Context: an optimization exercise on an open-source flow, tuned for small area, a short achievable clock period and few clock cycles. The choices shown serve that exercise and are no tape-out recipe.
Only simulation tests tie the RTL to the original design; equivalence was not proved.
Power and IR drop assume default switching activity.

==> run.sh <==
#!/bin/bash
# synth_recipe.tcl (not shown) runs the flow's synth.tcl, then flattens the netlist and writes it again
# the make line also repeats each setting of config.mk as NAME=value (left out here)
make -C /OpenROAD-flow-scripts/flow DESIGN_CONFIG=/design/flow/config.mk WORK_HOME=/design/flow/orfs CLKGATE_MAP_FILE= SYNTH_SCRIPT=/design/flow/synth_recipe.tcl finish
==> config.mk <==
export PLATFORM = sky130hd
export DESIGN_NAME = raster_core_multirow
export DESIGN_NICKNAME = raster_core_multirow
export VERILOG_FILES = /design/flow/design.v
export SDC_FILE = /design/flow/constraint.sdc
export NUM_CORES = 4
export LEC_CHECK = 0
export CAP_MARGIN = 20
export CORE_MARGIN = 2
export CORE_UTILIZATION = 40
export SLEW_MARGIN = 20
==> constraint.sdc <==
create_clock -name core_clock -period 8.0 [get_ports {clk}]
set_input_delay 1.6000 -clock core_clock [delete_from_list [all_inputs] [get_ports {clk}]]
set_output_delay 1.6000 -clock core_clock [all_outputs]
set_load 0.01 [all_outputs]
==> design.v <==
module raster_core_multirow #(
   parameter int unsigned CORE_ID      = 3,
   parameter int unsigned NUM_ROWS     = 2,
   parameter int unsigned X_MAX        = 400,
   parameter int unsigned BRAM_LATENCY = 2,
   parameter logic [31:0] LAMBDA_ONE   = 32'h0001_0000,
   parameter int unsigned ADDR_W       = 10
) (
   input  logic              clk,
   input  logic              reset,
   input  logic              s_valid,
   input  logic [31:0]       s_data,
   output logic              s_ready,
   output logic              m_valid,
   input  logic              m_ready,
   output logic [15:0]       m_data,
   output logic              m_last,
   output logic              rch_en,
   output logic [ADDR_W-1:0] rch_addr,
   input  logic [31:0]       rch_data,
   output logic              wch_en,
   output logic [ADDR_W-1:0] wch_addr,
   output logic [31:0]       wch_data
);
   localparam int unsigned NPIX     = NUM_ROWS * X_MAX;
   localparam int unsigned ROW_BASE = CORE_ID * NUM_ROWS;
   localparam int unsigned JSH      = 5;             
   localparam int unsigned NW       = 32 + JSH + 1;  
   localparam int unsigned SW       = 8;             
   localparam int unsigned NSW      = 32 - SW;
   typedef enum logic [2:0] {
      M_RX,
      M_PREP,
      M_INIT,
      M_RAST,
      M_DRAIN
   } mstate_t;
   typedef enum logic [1:0] {
      E_IDLE,
      E_CLEAR,
      E_WB
   } estate_t;
   mstate_t           ms_q;
   estate_t           es_q;
   logic [3:0]        wcnt_q;
   logic [1:0]        pc_q;
   logic              f6_q, f7_q, row_q, wbq_q;
   logic [11:0]       id_q;
   logic [31:0]       l0_q, l1_q, dx0_q, dx1_q, r0_q, r1_q;
   logic [15:0]       z_q, dz_q, rz_q;
   logic [8:0]        x_q;
   logic [ADDR_W-1:0] ra_q, need_q;
   logic [31:0]       c0_q, c1_q;
   logic [15:0]       cz_q;
   logic              skb_q;    
   logic              pls_q;    
   logic              fb0_q, fb1_q;  
   logic              v2_q, v3_q;
   logic [15:0]       zp1_q, zp2_q, zp3_q;
   logic [ADDR_W-1:0] a2_q, a3_q;
   logic              s_ready_d;
   logic              m_valid_q, m_last_q;
   logic [12:0]       m_data_q;
   logic              rch_en_q, wch_en_q;
   logic [ADDR_W-1:0] rch_addr_q, wch_addr_q;
   logic [27:0]       wch_data_q;
   assign m_valid  = m_valid_q;
   assign m_data   = {3'(ROW_BASE >> 1), m_data_q[12:0]};
   assign m_last   = m_last_q;
   assign rch_en   = rch_en_q;
   assign rch_addr = rch_addr_q;
   assign wch_en   = wch_en_q;
   assign wch_addr = wch_addr_q;
   assign wch_data = {4'b0, wch_data_q};
   logic              p_first, p_second, p_third;
   logic [31:0]       op0, op1, sum0, sum1;
   logic [15:0]       opz, sumz;
   logic [NW-1:0]     n0, n1;
   logic [15:0]       nz;
   logic [NSW-1:0]    ns;
   logic              fit0, fit1, ns_big, skb_d, pls_d, pls_l;
   logic [32:0]       lsum;
   logic              cov, lbig, at_bnd, jump, seg_skip, to_bnd, x_end;
   logic [ADDR_W-1:0] pix_addr;
   logic              eng_free;
   always_comb begin
      p_first  = ms_q == M_PREP && pc_q == 2'd0;
      p_second = ms_q == M_PREP && pc_q == 2'd1;
      p_third  = ms_q == M_PREP && pc_q == 2'd2;
      op0 = p_first  ? {r0_q[29:0], 2'b0} :
            p_second ? {r0_q[30:0], 1'b0} :
            p_third  ? r0_q : dx0_q;
      op1 = p_first  ? {r1_q[29:0], 2'b0} :
            p_second ? {r1_q[30:0], 1'b0} :
            p_third  ? r1_q : dx1_q;
      opz = p_first  ? {rz_q[13:0], 2'b0} :
            p_second ? {rz_q[14:0], 1'b0} :
            p_third  ? rz_q : dz_q;
      sum0 = l0_q + op0;
      sum1 = l1_q + op1;
      sumz = z_q + opz;
      lsum = {1'b0, l0_q} + {1'b0, l1_q};
      lbig = lsum > {1'b0, LAMBDA_ONE};
      cov  = !l0_q[31] && !l1_q[31] && !lbig;
      n0 = {{{(JSH+1){c0_q[31]}}, c0_q[31:JSH]} + {dx0_q[31], dx0_q}, c0_q[JSH-1:0]};
      n1 = {{{(JSH+1){c1_q[31]}}, c1_q[31:JSH]} + {dx1_q[31], dx1_q}, c1_q[JSH-1:0]};
      nz = {cz_q[15:JSH] + dz_q[15-JSH:0], cz_q[JSH-1:0]};
      ns = NSW'($signed(c0_q[31:SW])) + NSW'($signed(c1_q[31:SW])) +
           NSW'($signed(dx0_q[31:SW-JSH])) + NSW'($signed(dx1_q[31:SW-JSH]));
      fit0   = n0[NW-1:31] == '0 || n0[NW-1:31] == '1;
      fit1   = n1[NW-1:31] == '0 || n1[NW-1:31] == '1;
      ns_big = ns > NSW'(LAMBDA_ONE >> SW) && ns < NSW'(-4);
      pls_l  = ms_q == M_INIT ? !l0_q[31] && !l1_q[31] && lbig : pls_q;
      skb_d = (c0_q[31] && fit0 && n0[NW-1]) ||
              (c1_q[31] && fit1 && n1[NW-1]) ||
              (pls_l && fit0 && fit1 && !n0[31] && !n1[31] && ns_big);
      pls_d = !n0[31] && !n1[31] && ns_big;
      seg_skip = (fb0_q && l0_q[31] && c0_q[31]) ||
                 (fb1_q && l1_q[31] && c1_q[31]) ||
                 (fb0_q && fb1_q && !l0_q[31] && !l1_q[31] && lbig && pls_q);
      at_bnd   = x_q[JSH-1:0] == '0;
      jump     = at_bnd ? skb_q : seg_skip;
      to_bnd   = jump || x_q[JSH-1:0] == '1;
      x_end    = x_q >= 9'(X_MAX);
      pix_addr = row_q ? ADDR_W'(x_q) + ADDR_W'(X_MAX) : ADDR_W'(x_q);
      eng_free = es_q == E_IDLE && !wbq_q;
      s_ready_d = ms_q == M_RX && !(wcnt_q == 4'd0 && wbq_q);
   end
   assign s_ready = s_ready_d;
   logic unused_d;
   assign unused_d = ^{rch_data[31:28], s_data[19:13], lsum[32]};
   always_ff @(posedge clk) begin
      if (reset) begin
         ms_q       <= M_RX;
         es_q       <= E_CLEAR;
         wcnt_q     <= '0;
         wbq_q      <= 1'b0;
         ra_q       <= '0;
         v2_q       <= 1'b0;
         v3_q       <= 1'b0;
         m_valid_q  <= 1'b0;
         rch_en_q   <= 1'b0;
         wch_en_q   <= 1'b0;
      end else begin
         rch_en_q <= 1'b0;
         wch_en_q <= 1'b0;
         v2_q     <= rch_en_q;
         v3_q     <= v2_q;
         zp2_q    <= zp1_q;
         zp3_q    <= zp2_q;
         a2_q     <= rch_addr_q;
         a3_q     <= a2_q;
         case (ms_q)
            M_RX: begin
               if (s_valid && s_ready_d) begin
                  case (wcnt_q)
                     4'd0: begin
                        id_q <= s_data[31:20];
                        f6_q <= !s_data[12] &&
                                s_data[5:0] <= 6'(ROW_BASE) &&
                                s_data[11:6] >= 6'(ROW_BASE);
                        f7_q <= !s_data[12] &&
                                s_data[5:0] <= 6'(ROW_BASE + 1) &&
                                s_data[11:6] >= 6'(ROW_BASE + 1);
                        if (s_data[12]) begin
                           if (es_q == E_IDLE) begin
                              es_q   <= E_WB;
                              ra_q   <= '0;
                              need_q <= '0;
                           end else begin
                              wbq_q <= 1'b1;
                           end
                        end
                     end
                     4'd1:    l0_q  <= s_data;
                     4'd2:    l1_q  <= s_data;
                     4'd3:    dx0_q <= s_data;
                     4'd4:    r0_q  <= s_data;
                     4'd5:    dx1_q <= s_data;
                     4'd6:    r1_q  <= s_data;
                     4'd7:    z_q   <= s_data[15:0];
                     4'd8:    dz_q  <= s_data[15:0];
                     default: rz_q  <= s_data[15:0];
                  endcase
                  if (wcnt_q == 4'd9) begin
                     wcnt_q <= '0;
                     if (f6_q || f7_q) begin
                        pc_q <= '0;
                        ms_q <= M_PREP;
                     end
                  end else begin
                     wcnt_q <= wcnt_q + 4'd1;
                  end
               end
            end
            M_PREP: begin
               if (p_first || p_second) begin
                  l0_q <= sum0;
                  l1_q <= sum1;
                  z_q  <= sumz;
                  pc_q <= pc_q + 2'd1;
               end else if (p_third) begin
                  r0_q <= sum0;
                  r1_q <= sum1;
                  rz_q <= sumz;
                  c0_q <= l0_q;
                  c1_q <= l1_q;
                  cz_q <= z_q;
                  pc_q <= 2'd3;
               end else if (eng_free) begin
                  row_q <= 1'b0;
                  if (f6_q) begin
                     x_q  <= '0;
                     ms_q <= M_INIT;
                  end else begin
                     x_q  <= 9'(X_MAX);
                     ms_q <= M_RAST;
                  end
               end
            end
            M_INIT: begin
               skb_q <= skb_d;
               pls_q <= pls_d;
               fb0_q <= fit0;
               fb1_q <= fit1;
               c0_q  <= n0[31:0];
               c1_q  <= n1[31:0];
               cz_q  <= nz;
               ms_q  <= M_RAST;
            end
            M_RAST: begin
               if (x_end) begin
                  if (!row_q && f7_q) begin
                     row_q <= 1'b1;
                     x_q   <= '0;
                     l0_q  <= r0_q;
                     l1_q  <= r1_q;
                     z_q   <= rz_q;
                     c0_q  <= r0_q;
                     c1_q  <= r1_q;
                     cz_q  <= rz_q;
                     ms_q  <= M_INIT;
                  end else begin
                     ms_q <= M_DRAIN;
                  end
               end else begin
                  skb_q <= skb_d;
                  if (to_bnd) begin
                     pls_q <= pls_d;
                     fb0_q <= fit0;
                     fb1_q <= fit1;
                     c0_q  <= n0[31:0];
                     c1_q  <= n1[31:0];
                     cz_q  <= nz;
                  end
                  if (jump) begin
                     x_q  <= {x_q[8:JSH] + 4'd1, JSH'(0)};
                     l0_q <= c0_q;
                     l1_q <= c1_q;
                     z_q  <= cz_q;
                  end else begin
                     x_q  <= x_q + 9'd1;
                     l0_q <= sum0;
                     l1_q <= sum1;
                     z_q  <= sumz;
                     if (cov) begin
                        rch_en_q   <= 1'b1;
                        rch_addr_q <= pix_addr;
                        zp1_q      <= z_q;
                     end
                  end
               end
            end
            default: begin    
               if (!rch_en_q && !v2_q)
                  ms_q <= M_RX;
            end
         endcase
         if (v3_q && es_q != E_WB) begin
            wch_en_q   <= zp3_q > rch_data[15:0];
            wch_addr_q <= a3_q;
            wch_data_q <= {id_q, zp3_q};
         end
         if (m_valid_q && m_ready)
            m_valid_q <= 1'b0;
         case (es_q)
            E_CLEAR: begin
               wch_en_q   <= 1'b1;
               wch_addr_q <= ra_q;
               wch_data_q <= '0;
               if (ra_q == ADDR_W'(NPIX - 1)) begin
                  ra_q <= '0;
                  if (wbq_q) begin
                     wbq_q  <= 1'b0;
                     need_q <= '0;
                     es_q   <= E_WB;
                  end else begin
                     es_q <= E_IDLE;
                  end
               end else begin
                  ra_q <= ra_q + ADDR_W'(1);
               end
            end
            E_WB: begin
               if (v3_q && m_valid_q && !m_ready) begin
                  v2_q       <= 1'b0;
                  v3_q       <= 1'b0;
                  rch_en_q   <= 1'b1;
                  rch_addr_q <= need_q;
                  ra_q       <= need_q + ADDR_W'(1);
               end else begin
                  if (v3_q) begin
                     m_valid_q  <= 1'b1;
                     m_data_q   <= {need_q >= ADDR_W'(X_MAX), rch_data[27:16]};
                     m_last_q   <= need_q == ADDR_W'(NPIX - 1);
                     wch_en_q   <= 1'b1;
                     wch_addr_q <= need_q;
                     wch_data_q <= '0;
                     need_q     <= need_q + ADDR_W'(1);
                     if (need_q == ADDR_W'(NPIX - 1)) begin
                        ra_q <= '0;
                        if (wbq_q) begin
                           wbq_q  <= 1'b0;
                           need_q <= '0;
                        end else begin
                           es_q <= E_IDLE;
                        end
                     end
                  end
                  if (ra_q < ADDR_W'(NPIX)) begin
                     rch_en_q   <= 1'b1;
                     rch_addr_q <= ra_q;
                     ra_q       <= ra_q + ADDR_W'(1);
                  end
               end
            end
            default: ;
         endcase
      end
   end
endmodule
==> results of run 1 <==
==> cell type report <==
type	count	area, um^2	area share
Antenna cell	1	2.50	0.0000594
Clock buffer	67	1530	0.0362
Clock inverter	42	578	0.0137
Inverter	149	562	0.0133
Multi-Input combinational cell	3142	21000	0.498
Sequential cell	515	15200	0.361
Tap cell	1254	1570	0.0372
Timing Repair Buffer	181	1690	0.0402
==> power by group through the flow <==
stage	Clock, mW	Sequential, mW	Combinational (mW)
CTS	3.01	3.15	0.737
global route	3.11	3.16	0.818
detailed placement	0	3.20	0.734
finish	2.99	3.15	0.741
global placement	0	3.20	0.724
floorplan	0	3.17	0.461
==> cell usage after synthesis (all sizes together) (41+ instances only) <==
master	count
nand2	605
edfxtp	490
a21oi	316
o21ai	296
nor2	281
ha	240
clkbuf	190
inv	149
xnor2	125
nand3	114
mux2i	96
a21o	84
o22ai	81
xor2	65
fa	53
nor3	45
o21bai	41
==> kinds of logic (layout without fill, tap and decap cells) <==
kind of cell,Yosys count,count (layout),share of synthesized area
adder cells (fa/ha/maj),293,293,0.108
AO/OA/AOI/OAI,1279,1279,0.224
XOR/XNOR,190,190,0.0443
other,2,8,0.000200
AND/OR/NAND/NOR,1272,1272,0.150
multiplexers,101,101,0.0272
flip-flops,515,515,0.405
buffers and inverters,375,439,0.0402
==> flip-flops by register name, indices dropped and copies added (netlist names), 28 cells and up <==
name	count
c0_q	32
c1_q	32
dx0_q	32
dx1_q	32
l0_q	32
l1_q	32
r0_q	32
r1_q	32
wch_data_q	28
==> worst paths after layout <==
path,startpoint,endpoint
min,zp2_q[0],zp3_q[0]
max reg2reg,pc_q[1],l1_q[31]
min reg2reg,zp2_q[0],zp3_q[0]
max,pc_q[1],l1_q[31]
==> metal layers <==
layer | up-vias | GRT usage | part of all wire
li1 | 15100 | - | -
met4 | 0 | 0.102 | 0.041
met5 | - | 0 | 0
met3 | 276 | 0.0527 | 0.098
met1 | 15800 | 0.374 | 0.42
met2 | 1713 | 0.418 | 0.44
==> stage by stage <==
step | cells | power (mW) | area, um^2
6_report | 5351 | 6.88 | 42200
5_1_grt | 5350 | 7.09 | 42100
4_1_cts | 5350 | 6.90 | 42100
3_5_place_dp | 5241 | 3.94 | 40000
3_3_place_gp | 5241 | 3.93 | 40000
2_1_floorplan | 4032 | 3.64 | 37600
==> results.py, run 1 <==
metrics = {
    "status": {
        "run_status": "timing/DRC/antenna clean",
    },
    "route": {
        "detail-route-antenna-nets": 0,
        "routed_wirelength_um": 133000,
        "route.detailed.drc": 0,
        "routedWlPerCell_um": 24.8,
        "first_iter_violations": 4134,
        "detail_route.first_pass.iterations": 9,
        "vias": 32900,
        "route.detailed.vias_per_inst": 6.16,
    },
    "placed_design": {
        "globalplace.congestion": 0.909,
        "place.port_buffers": 129,
        "dp_hpwl_um": 92800,
        "dp_worst_setup_slack_ns": 1.52,
    },
    "floorplanning": {
        "row_count": 112,
        "initial_core_util": 0.403,
        "core_area_um2": 93200,
        "ios": 141,
        "chipHeight_um": 310,
        "floorplan.die_area_um2": 96300,
        "die_width_um": 310,
    },
    "worst_setup_path": {
        "critPathArrivalTime_ns": 7.07,
        "crit_type": "reg2reg",
        "cpMaxStageDelayCell": "a2111oi_0",
        "cp.depth": 19,
        "end_kind": "register",
        "top_cell_family_by_delay_on_the_critical_path": "compound AO/OA/AOI/OAI gates",
        "delay_of_the_slowest_cell_on_the_worst_path_ns": 0.79,
        "crit_chain": "inv_1 > ha_1 > buf_4 > nand2_4 > nand2_1 > o32ai_1 > ha_1 > a211o_1 > a211o_1 > nand3_1 > o211a_1 > nor4_1 > a2111oi_0 > nor3_1 > a2111o_1 > a21oi_1 > xnor2_1 > a21o_1 > o211ai_1",
        "reg2regPathDepth": 19,
        "critical_path.n_buffers_inverters": 2,
        "cp-start-kind": "register",
        "setup.reg_to_reg.worst_slack_ns": 1.31,
        "crit_path_max_fanout": 57,
        "worstPathRequired_ns": 8.38,
    },
    "timing": {
        "max-slew-margin-rel": 0.225,
        "final_hold_viol_count": 0,
        "report.final.slew_viol_count": 0,
        "layout_worst_path_cycle_share": 0.836,
        "report.final.setup_viol": 0,
        "fmaxAchievable_mhz": 149,
        "fin_ws_ns": 1.31,
        "setup_repair_after_global_routing_missed_its_margin": "no",
        "setup_total_negative_slack_ns": 0,
        "min_period_ns": 6.69,
        "worstMarginPinSlew_ns": 1.15,
        "timing.clock.skew_ns": 0.0379,
        "worst_hold_slack_after_final_layout_ns": 0.414,
    },
    "synthesis": {
        "synth_edf_count": 490,
        "syn_area_per_cell_um2": 9.32,
        "synth_seq_cells": 515,
        "post-synth-top-area-fraction": 0.392,
        "asyncSetResetFlopFracSynth": 0,
        "postSynth.topFlopCell": "edfxtp_1",
        "yosys-top-cells-area": "edfxtp_1 39%, ha_1 8.0%, nand2_1 6.0%",
        "post_synth_num_cell_types": 88,
        "ys_warn_count": 1,
        "post-synth-top-area-cell": "edfxtp_1",
        "synth_cells": 4027,
        "post_synth_instance_area_um2": 37500,
        "seq_area_frac_synth": 0.405,
    },
    "clock_network": {
        "clkLatencyLatePin_ns": 0.67,
        "htreeDepth": 2,
        "cts_post_setup_buffers_inserted": 0,
        "cts.path.max_buffers": 3,
        "clock-root-buffer": "clkbuf_16",
        "clk_pin_slew_worst_paths_ns": 0.06,
        "tritoncts.num_buffers": 60,
        "cts_resized": 0,
        "tritoncts_num_sinks": 515,
        "tritoncts": "done",
        "postCtsHoldBufs": 0,
    },
    "global_routing": {
        "global_route_wire_length_before_repair_um": 198000,
        "grt_antenna_before_repair": 1,
        "grt_pass1_vias": 30700,
        "grt_start_max_net_pins": 98,
        "grt_overflow_total": 0,
        "grtUsageTotal": 0.270,
    },
    "power": {
        "swShare": 0.256,
        "power.share.clock": 0.435,
        "power_density_nw_per_um2": 163,
        "power.share.combinational": 0.108,
        "power_frac_seq": 0.458,
        "worst_ir_drop_vdd_mv": 0.125,
        "p_leak_nw": 16.1,
        "internal_power_mw": 5.12,
        "switchingPower_mw": 1.76,
    },
    "hold_path": {
        "min-delay-path-class": "reg2reg",
        "whs_path_depth": 0,
    },
    "cells_and_area": {
        "design.final.nets": 4410,
        "layout.cells.most_common_list": "599 x nand2_1, 490 x edfxtp_1, 313 x a21oi_1, 277 x o21ai_0, 269 x nor2_1",
        "fraction_of_the_core_area_covered_by_cells_at_the_end_of_the_flow": 0.452,
        "synthesis_to_finish_area_growth_pct": 12.3,
        "drive_above_1_share": 0.0518,
        "fillers": 8884,
        "final_common_cell": "nand2_1",
    },
    "run": {
        "drv_cap": 0,
    },
}
Testbench counts, summed over its fixed seeds: cycles 87,287.
==> run 2: changes to the inputs <==
--- a/design.v
+++ b/design.v
@@ -43,7 +43,7 @@
    mstate_t           ms_q;
    estate_t           es_q;
    logic [3:0]        wcnt_q;
-   logic [1:0]        pc_q;
+   logic              ph1_q, ph2_q, ph3_q;   
    logic              f6_q, f7_q, row_q, wbq_q;
    logic [11:0]       id_q;
    logic [31:0]       l0_q, l1_q, dx0_q, dx1_q, r0_q, r1_q;
@@ -55,6 +55,7 @@
    logic              skb_q;    
    logic              pls_q;    
    logic              fb0_q, fb1_q;  
+   logic              lb_q;     
    logic              v2_q, v3_q;
    logic [15:0]       zp1_q, zp2_q, zp3_q;
    logic [ADDR_W-1:0] a2_q, a3_q;
@@ -84,9 +85,9 @@
    logic [ADDR_W-1:0] pix_addr;
    logic              eng_free;
    always_comb begin
-      p_first  = ms_q == M_PREP && pc_q == 2'd0;
-      p_second = ms_q == M_PREP && pc_q == 2'd1;
-      p_third  = ms_q == M_PREP && pc_q == 2'd2;
+      p_first  = ph1_q;
+      p_second = ph2_q;
+      p_third  = ph3_q;
       op0 = p_first  ? {r0_q[29:0], 2'b0} :
             p_second ? {r0_q[30:0], 1'b0} :
             p_third  ? r0_q : dx0_q;
@@ -117,7 +118,7 @@
       pls_d = !n0[31] && !n1[31] && ns_big;
       seg_skip = (fb0_q && l0_q[31] && c0_q[31]) ||
                  (fb1_q && l1_q[31] && c1_q[31]) ||
-                 (fb0_q && fb1_q && !l0_q[31] && !l1_q[31] && lbig && pls_q);
+                 (fb0_q && fb1_q && lb_q && pls_q);
       at_bnd   = x_q[JSH-1:0] == '0;
       jump     = at_bnd ? skb_q : seg_skip;
       to_bnd   = jump || x_q[JSH-1:0] == '1;
@@ -134,6 +135,9 @@
          ms_q       <= M_RX;
          es_q       <= E_CLEAR;
          wcnt_q     <= '0;
+         ph1_q      <= 1'b0;
+         ph2_q      <= 1'b0;
+         ph3_q      <= 1'b0;
          wbq_q      <= 1'b0;
          ra_q       <= '0;
          v2_q       <= 1'b0;
@@ -185,8 +189,8 @@
                   if (wcnt_q == 4'd9) begin
                      wcnt_q <= '0;
                      if (f6_q || f7_q) begin
-                        pc_q <= '0;
-                        ms_q <= M_PREP;
+                        ph1_q <= 1'b1;
+                        ms_q  <= M_PREP;
                      end
                   end else begin
                      wcnt_q <= wcnt_q + 4'd1;
@@ -194,11 +198,13 @@
                end
             end
             M_PREP: begin
+               ph1_q <= 1'b0;
+               ph2_q <= ph1_q;
+               ph3_q <= ph2_q;
                if (p_first || p_second) begin
                   l0_q <= sum0;
                   l1_q <= sum1;
                   z_q  <= sumz;
-                  pc_q <= pc_q + 2'd1;
                end else if (p_third) begin
                   r0_q <= sum0;
                   r1_q <= sum1;
@@ -206,7 +212,6 @@
                   c0_q <= l0_q;
                   c1_q <= l1_q;
                   cz_q <= z_q;
-                  pc_q <= 2'd3;
                end else if (eng_free) begin
                   row_q <= 1'b0;
                   if (f6_q) begin
@@ -221,6 +226,7 @@
             M_INIT: begin
                skb_q <= skb_d;
                pls_q <= pls_d;
+               lb_q  <= 1'b0;
                fb0_q <= fit0;
                fb1_q <= fit1;
                c0_q  <= n0[31:0];
@@ -253,6 +259,7 @@
                      c1_q  <= n1[31:0];
                      cz_q  <= nz;
                   end
+                  lb_q <= !jump && !l0_q[31] && !l1_q[31] && lbig;
                   if (jump) begin
                      x_q  <= {x_q[8:JSH] + 4'd1, JSH'(0)};
                      l0_q <= c0_q;
@@ -334,7 +341,14 @@
                   end
                end
             end
-            default: ;
+            default: begin    
+               if (wbq_q) begin
+                  wbq_q  <= 1'b0;
+                  ra_q   <= '0;
+                  need_q <= '0;
+                  es_q   <= E_WB;
+               end
+            end
          endcase
       end
    end
==> run 2 against run 1 <==
  * Clock power down 2%
  * Count of clock-buffer cells in the layout is 4 higher
  * Sequential share of layout area increased by 0.15 points
  * Wire length decreased by 0.76%
  * Still clean
  * Combinational power increased to 4.9 times the previous value
  * Flip-flop and latch count grew 2
  * Final area decreased by 0.12%
  * Maximum frequency grew 13%
==> results.py, run 2 <==
metrics = {
    "status": {
        "run_status": "timing/DRC/antenna clean",
    },
    "route": {
        "detail-route-antenna-nets": 0,
        "first_iter_violations": 4051,
        "route.detailed.drc": 0,
        "vias": 32800,
        "route.detailed.vias_per_inst": 6.11,
        "routedWlPerCell_um": 24.6,
        "routed_wirelength_um": 132000,
        "detail_route.first_pass.iterations": 6,
    },
    "synthesis": {
        "post_synth_num_cell_types": 93,
        "syn_area_per_cell_um2": 9.28,
        "yosys-top-cells-area": "edfxtp_1 39%, ha_1 7.9%, nand2_1 5.5%",
        "synth.most_common_cell": "nand2_1",
        "ys_warn_count": 1,
        "synth_top_cells_by_count": "551 x nand2_1, 489 x edfxtp_1, 371 x a21oi_1",
        "postSynth.topFlopCell": "edfxtp_1",
        "post-synth-top-area-fraction": 0.392,
        "post-synth-top-area-cell": "edfxtp_1",
        "synth_edf_count": 489,
        "synth_seq_cells": 517,
        "synth_cells": 4036,
        "asyncSetResetFlopFracSynth": 0,
        "post_synth_instance_area_um2": 37500,
        "seq_area_frac_synth": 0.407,
    },
    "clock_network": {
        "tritoncts": "done",
        "htreeDepth": 2,
        "tritoncts_num_sinks": 517,
        "postCtsHoldBufs": 0,
        "cts.path.max_buffers": 3,
        "cts_resized": 0,
        "cts_post_setup_buffers_inserted": 0,
        "tritoncts.num_buffers": 59,
        "clock-root-buffer": "clkbuf_16",
        "clk_pin_slew_worst_paths_ns": 0.06,
        "clkLatencyLatePin_ns": 0.66,
    },
    "power": {
        "power_density_nw_per_um2": 244,
        "p_leak_nw": 16.0,
        "worst_ir_drop_vdd_mv": 0.183,
    },
    "cells_and_area": {
        "synthesis_to_finish_area_growth_pct": 12.4,
        "layout.cells.most_common_list": "550 x nand2_1, 489 x edfxtp_1, 367 x a21oi_1, 317 x nor2_1, 301 x o21ai_0",
        "design.final.nets": 4421,
        "ff_latch_area_um2": 15300,
        "final_common_cell": "nand2_1",
        "drive_above_1_share": 0.0528,
        "fin_cells": 5366,
        "multiInputGateArea_um2": 20800,
        "fillers": 9023,
    },
    "global_routing": {
        "global_route_wire_length_before_repair_um": 198000,
        "grtUsageTotal": 0.271,
        "grt_overflow_total": 0,
        "grt_antenna_before_repair": 9,
        "grt_start_max_net_pins": 108,
        "grt_pass1_vias": 30900,
    },
    "timing": {
        "layout_worst_path_cycle_share": 0.741,
        "worst_hold_slack_after_final_layout_ns": 0.418,
        "report.final.slew_viol_count": 0,
        "fmaxAchievable_mhz": 169,
        "min_period_ns": 5.93,
        "fin_ws_ns": 2.07,
        "worstMarginPinSlew_ns": 1.19,
        "timing.clock.skew_ns": 0.0277,
        "report.final.setup_viol": 0,
        "max-slew-margin-rel": 0.208,
        "setup_total_negative_slack_ns": 0,
        "final_hold_viol_count": 0,
        "setup_repair_after_global_routing_missed_its_margin": "no",
    },
    "worst_setup_path": {
        "delay_of_the_slowest_cell_on_the_worst_path_ns": 1.12,
        "critical_path.n_buffers_inverters": 0,
        "cpMaxStageDelayCell": "dfxtp_4",
        "crit_chain": "mux2i_1 > nor3_1 > ha_1 > fa_1 > a21o_1 > a21oi_1 > o21ai_0 > a41oi_1 > o21ai_1 > a31o_2 > a311oi_1 > nor3_1 > o31a_1 > nor2_1 > xor2_1 > o21ai_0",
        "worstPathRequired_ns": 8.37,
        "cp-start-kind": "register",
        "reg2reg_to": "l1_q[30]",
        "critPathArrivalTime_ns": 6.30,
        "r2r-start": "ph3_q",
        "top_cell_family_by_delay_on_the_critical_path": "compound AO/OA/AOI/OAI gates",
        "crit_type": "reg2reg",
        "reg2regPathDepth": 16,
        "crit_path_max_fanout": 54,
        "end_kind": "register",
        "setup.reg_to_reg.worst_slack_ns": 2.07,
    },
    "hold_path": {
        "timing.hold.worst.start": "zp2_q[9]",
        "whs_path_depth": 0,
        "min-delay-path-class": "reg2reg",
        "holdPathEnd": "zp3_q[9]",
    },
    "placed_design": {
        "dp_worst_setup_slack_ns": 2.31,
        "globalplace.congestion": 0.932,
        "place_inst": 5255,
        "dp_hpwl_um": 91100,
        "place.port_buffers": 129,
    },
    "run": {
        "drv_cap": 0,
    },
    "floorplanning": {
        "floorplan.die_area_um2": 96100,
        "initial_core_util": 0.402,
        "chipHeight_um": 310,
        "ios": 141,
        "core_area_um2": 93000,
        "row_count": 112,
        "die_width_um": 310,
    },
}
==> run 2: changes by cell type after synthesis, sizes merged, moves of 17 or more <==
cell     before  now
o22ai        81   42
nor2        281  321
a221oi        8   29
a21oi       316  373
nand2       605  551
o21ai       296  316
mux2i        96  128
nand2b       26   43
nand3       114   71
a211oi       21   39
inv         149  198
o2111ai      38   10
==> run 2: cell families (layout without fill, tap and decap cells) <==
kind of cell,count (synthesis),count (layout),synth area share
DFF,517,517,0.407
xor gates and xnor gates,190,190,0.0444
AOI/OAI and AO/OA,1265,1265,0.218
muxes,135,135,0.0364
buffers and inverters,419,489,0.0431
and+or+nand+nor,1218,1218,0.143
other,2,8,0.000201
adders and majority gates,290,290,0.108
==> run 2: per-layer routing <==
layer / share of wire / track usage / vias to the layer above
li1: - / - / 15000
met1: 0.42 / 0.380 / 15800
met2: 0.44 / 0.425 / 1719
met3: 0.097 / 0.0434 / 268
met4: 0.036 / 0.0922 / 4
met5: 0.00020 / 0 / -
==> run 2: how the worst max path moves through the flow <==
stage	end	cells after the start	start
floorplan	dx1_q[0]	3	reset
global placement	l1_q[30]	16	ph3_q
detailed placement	r1_q[30]	16	ph3_q
CTS	l1_q[30]	16	ph3_q
global route	l1_q[30]	16	ph3_q
finish	l1_q[30]	16	ph3_q
==> run 2: power breakdown <==
group	total, mW	leakage [nW]	internal [mW]	switching, mW
clock	2.94	0.994	1.72	1.22
combinational	3.61	10.3	1.26	2.35
sequential	3.71	4.77	3.41	0.304
==> run 2: area by class of cell <==
cell class                 instances  share of cell area
inverter                         199              0.0178
clock buffer                      71              0.0372
timing repair buffer             181              0.0402
clock inverter                    38              0.0113
antenna                            1           0.0000594
tap                             1254              0.0373
multi-input combinational       3105               0.494
sequential                       517               0.362
==> run 2: through the flow <==
| stage | area [um^2] | utilization | total power [mW] |
|---|---|---|---|
| global route | 42100 | 0.452 | 10.7 |
| CTS | 42100 | 0.452 | 10.2 |
| floorplan | 37500 | - | 6.02 |
| detailed placement | 40000 | 0.430 | 7.27 |
| global placement | 40000 | 0.430 | 7.24 |
| finish | 42100 | 0.452 | 10.3 |
Testbench counts of run 2, summed over its fixed seeds: cycles 87,492.

## port drivers added, routing unchanged
How much do the figures lean on ideal ports? The routed layouts below were timed once more, with nothing changed but the port constraints. Step 1 assumes that a clkbuf_16 drives the clock port and a buf_2 every other input. Step 2, shift: input delay + t, output delay - t, t = (earliest + latest rising clock arrival at the registers) / 2. This alone moves slack from input paths to output paths. Slacks: ideal / step 1 / step 2; pairs: ideal / step 1.
| run | t (ns) | slack for setup (ns) | slew at the worst register clock pin (ns) | pins driven straight from the clock port |
|---|---|---|---|---|
| run 1 | 0.722 | 1.311 / 1.311 / 1.311 | 0.07 / 0.07 | 1 |
| run 2 | 0.715 | 2.075 / 2.075 / 2.075 | 0.07 / 0.07 | 1 |
After both steps every run listed still meets setup and hold.
